Context: an optimization exercise on an open-source flow, tuned for small area, a short achievable clock period and few clock cycles. The choices shown serve that exercise and are no tape-out recipe. RTL that was checked went through simulation tests only; none was proved equivalent to the original. Power and IR drop assume default switching activity.

// top_k_candidate_list_unit
module top_k_candidate_list_unit
(
    input  logic                 aclk,
    input  logic                 aresetn,
    input  logic                 s_tvalid,
    output logic                 s_tready,
    input  logic [S_TDATA_W-1:0] s_tdata,    
    input  logic [S_TUSER_W-1:0] s_tuser,    
    output logic                 m_tvalid,
    input  logic                 m_tready,
    output logic [M_TDATA_W-1:0] m_tdata,    
    output logic [M_TUSER_W-1:0] m_tuser,    
    output logic                 m_tlast
);
    logic                  push;
    logic                  pop;
    logic [RANK_W-1:0]     idx;
    logic [LIST_DEPTH-1:0] sel_id;
    logic [LIST_DEPTH-1:0] sel_score;
    tkcl_pkg::status_t     verdict;
    logic [LIST_DEPTH-1:0] first_sel;
    logic [LIST_DEPTH-1:0] next_sel;
    logic [CNT_W-1:0]      held_count;
    logic [ID_W-1:0]       rd_id;
    logic [SCORE_W-1:0]    rd_score;
    tkcl_ctrl u_ctrl (
        .aclk       (aclk),
        .aresetn    (aresetn),
        .s_tvalid   (s_tvalid),
        .s_tready   (s_tready),
        .m_tvalid   (m_tvalid),
        .m_tready   (m_tready),
        .m_tuser    (m_tuser),
        .m_tlast    (m_tlast),
        .push       (push),
        .pop        (pop),
        .idx        (idx),
        .sel_id     (sel_id),
        .sel_score  (sel_score),
        .verdict    (verdict),
        .first_sel  (first_sel),
        .next_sel   (next_sel),
        .held_count (held_count)
    );
    tkcl_datapath u_datapath (
        .aclk       (aclk),
        .aresetn    (aresetn),
        .s_tdata    (s_tdata),
        .s_tuser    (s_tuser),
        .push       (push),
        .pop        (pop),
        .idx        (idx),
        .sel_id     (sel_id),
        .sel_score  (sel_score),
        .verdict    (verdict),
        .first_sel  (first_sel),
        .next_sel   (next_sel),
        .held_count (held_count),
        .rd_id      (rd_id),
        .rd_score   (rd_score)
    );
    assign m_tdata = {{M_PAD_W{1'b0}}, COUNT_W'(held_count), rd_score, rd_id, idx};
  ...
==> flow/config.mk <==
export PLATFORM = sky130hd
export DESIGN_NAME = top_k_candidate_list_unit
export DESIGN_NICKNAME = top_k_candidate_list_unit
export VERILOG_FILES = /design/flow/design.v
export SDC_FILE = /design/flow/constraint.sdc
export NUM_CORES = 4
export LEC_CHECK = 0
export CAP_MARGIN = 20
export CORE_MARGIN = 2
export CORE_UTILIZATION = 40
export CTS_CLUSTER_DIAMETER = 100
export CTS_CLUSTER_SIZE = 18
export SETUP_SLACK_MARGIN = 3.8
export SLEW_MARGIN = 20
==> flow/constraint.sdc <==
create_clock -name core_clock -period 7.0 [get_ports {aclk}]
set_input_delay 1.4000 -clock core_clock [delete_from_list [all_inputs] [get_ports {aclk}]]
set_output_delay 1.4000 -clock core_clock [all_outputs]
set_load 0.01 [all_outputs]
standard.sh (not shown) runs the stock make flow with config.mk's settings and CLKGATE_MAP_FILE= SYNTH_SCRIPT=/design/flow/synth_recipe.tcl, a recipe that flattens the netlist after the stock synthesis.
==> flow/flow/run.sh <==
#!/bin/bash
# The standard layout, with plain buffers (buf_1) on the ports in place of the
# delay buffers buffer_ports picks by default; timing repair resizes them where
# needed. Each tool's output goes to a log of its own under orfs/logs, and
# the make output to standard.log.
set -euo pipefail
export BUFFER_PORTS_ARGS="-buffer_cell sky130_fd_sc_hd__buf_1"
bash standard.sh > standard.log 2>&1
Change:
--- a/flow/design.v
+++ b/flow/design.v
@@ -62,45 +62,54 @@
     input  logic [LIST_DEPTH-1:0] next_sel,      
     input  logic [CNT_W-1:0]      held_count
 );
     logic                  req_valid;
     logic                  valid_reg;
     logic                  last_reg;
     tkcl_pkg::status_t     status_reg;
     logic [RANK_W-1:0]     idx_reg;
     logic [LIST_DEPTH-1:0] sel_reg;         
     logic [LIST_DEPTH-1:0] sel_score_reg;   
+    logic                  free_reg;        
     logic [LIST_DEPTH-1:0] sel_next;
     logic advance;     
     logic head_free;   
     assign advance   = !valid_reg || m_tready;
     assign head_free = advance && (!valid_reg || last_reg);
     assign pop       = req_valid && head_free;
-    assign s_tready  = !req_valid || (head_free && (verdict != STAT_INSERTED));
+    assign s_tready  = free_reg || (m_tready && last_reg);
     assign push      = s_tvalid && s_tready;
     always_ff @(posedge aclk) begin
         if (!aresetn) begin
             req_valid <= 1'b0;
         end else if (push) begin
             req_valid <= 1'b1;
         end else if (pop) begin
             req_valid <= 1'b0;
         end
     end
     always_ff @(posedge aclk) begin
         if (!aresetn) begin
             valid_reg <= 1'b0;
         end else if (advance) begin
             valid_reg <= (valid_reg && !last_reg) || req_valid;
         end
     end
     always_ff @(posedge aclk) begin
+        if (!aresetn) begin
+            free_reg <= 1'b1;
+        end else begin
+            free_reg <= !(push || (req_valid && !pop)) ||
+                        !(advance ? ((valid_reg && !last_reg) || req_valid) : valid_reg);
+        end
+    end
+    always_ff @(posedge aclk) begin
         if (advance) begin
             if (valid_reg && !last_reg) begin
                 idx_reg  <= idx_reg + RANK_W'(1);
                 last_reg <= (CNT_W'(idx_reg) + CNT_W'(2)) == held_count;
             end else begin
                 idx_reg <= '0;
                 if (verdict == STAT_INSERTED) begin
                     status_reg <= STAT_INSERTED;
                     last_reg   <= (held_count == '0);
                 end else begin
@@ -232,32 +241,40 @@
         end else if (full && (&score_le)) begin
             verdict = STAT_FULL_WORSE;
         end else begin
             verdict = STAT_INSERTED;
         end
     end
     assign clear  = pop && (req_action == ACT_CLEAR);
     assign insert = pop && (verdict == STAT_INSERTED);
     always_comb begin
         for (int k = 0; k < LIST_DEPTH; k++) begin
-            in_eq[k] = !clear && held[k] && (slot_id[k] == in_id);
+            if (insert && target[k]) begin
+                in_eq[k] = !clear && (req_id == in_id);
+            end else begin
+                in_eq[k] = !clear && held[k] && (slot_id[k] == in_id);
+            end
         end
     end
     always_ff @(posedge aclk) begin
         if (push) begin
             flag_dup      <= |in_eq;
             req_id        <= in_id;
             req_score     <= in_score;
             req_action    <= s_tuser[0];
             req_no_chance <= s_tuser[1];
             for (int k = 0; k < LIST_DEPTH; k++) begin
-                flag_le[k] <= !clear && held[k] && le16(slot_score[k], in_score);
+                if (insert && target[k]) begin
+                    flag_le[k] <= !clear && le16(req_score, in_score);
+                end else begin
+                    flag_le[k] <= !clear && held[k] && le16(slot_score[k], in_score);
+                end
             end
         end
     end
     for (genvar k = 0; k < LIST_DEPTH; k++) begin : g_slot
         always_ff @(posedge aclk) begin
             if (insert && target[k]) begin
                 slot_id[k]    <= req_id;
                 slot_score[k] <= req_score;
             end
         end
What happened:
- The new run produced a clean layout
- power went up slightly
- final cell count went up by a few percent
- setup slack improves by 280 ps
- global-route usage went up by 0.75 points
- routed wire length went up by a little under a tenth
Testbench counts after the change, summed over its fixed seeds: cycles 13,741.
Only the layout flow was run in the first run of this note; the RTL was not checked for function there.

separate check: timing with driven ports:
How much do the figures lean on ideal ports? The routed layouts below were timed once more, with nothing changed but the port constraints.
Step 1 (the two cells are an assumption about what drives the block):
set clk [get_ports {aclk}]
set_driving_cell -lib_cell sky130_fd_sc_hd__clkbuf_16 $clk
set_driving_cell -lib_cell sky130_fd_sc_hd__buf_2 [delete_from_list [all_inputs] $clk]
Step 2 moves the port delays by t, midway between the first and last clock arrival at a register: inputs arrive t later, outputs are due t later. That takes back most of the time a late clock gives input paths.
Three values: no drivers, after step 1, after step 2; two values: the first two.
run	shift t [ns]	setup slack, ns	worst setup path at the end
the first run	0.617	3.542 / 3.518 / 3.256	input to register
the second run	0.623	3.818 / 3.787 / 3.273	input to register
After both steps setup and hold are still met in every run listed. The setup slack of the second run, which loses most, moves by -0.031 ns with the drivers and by -0.545 ns with both steps.
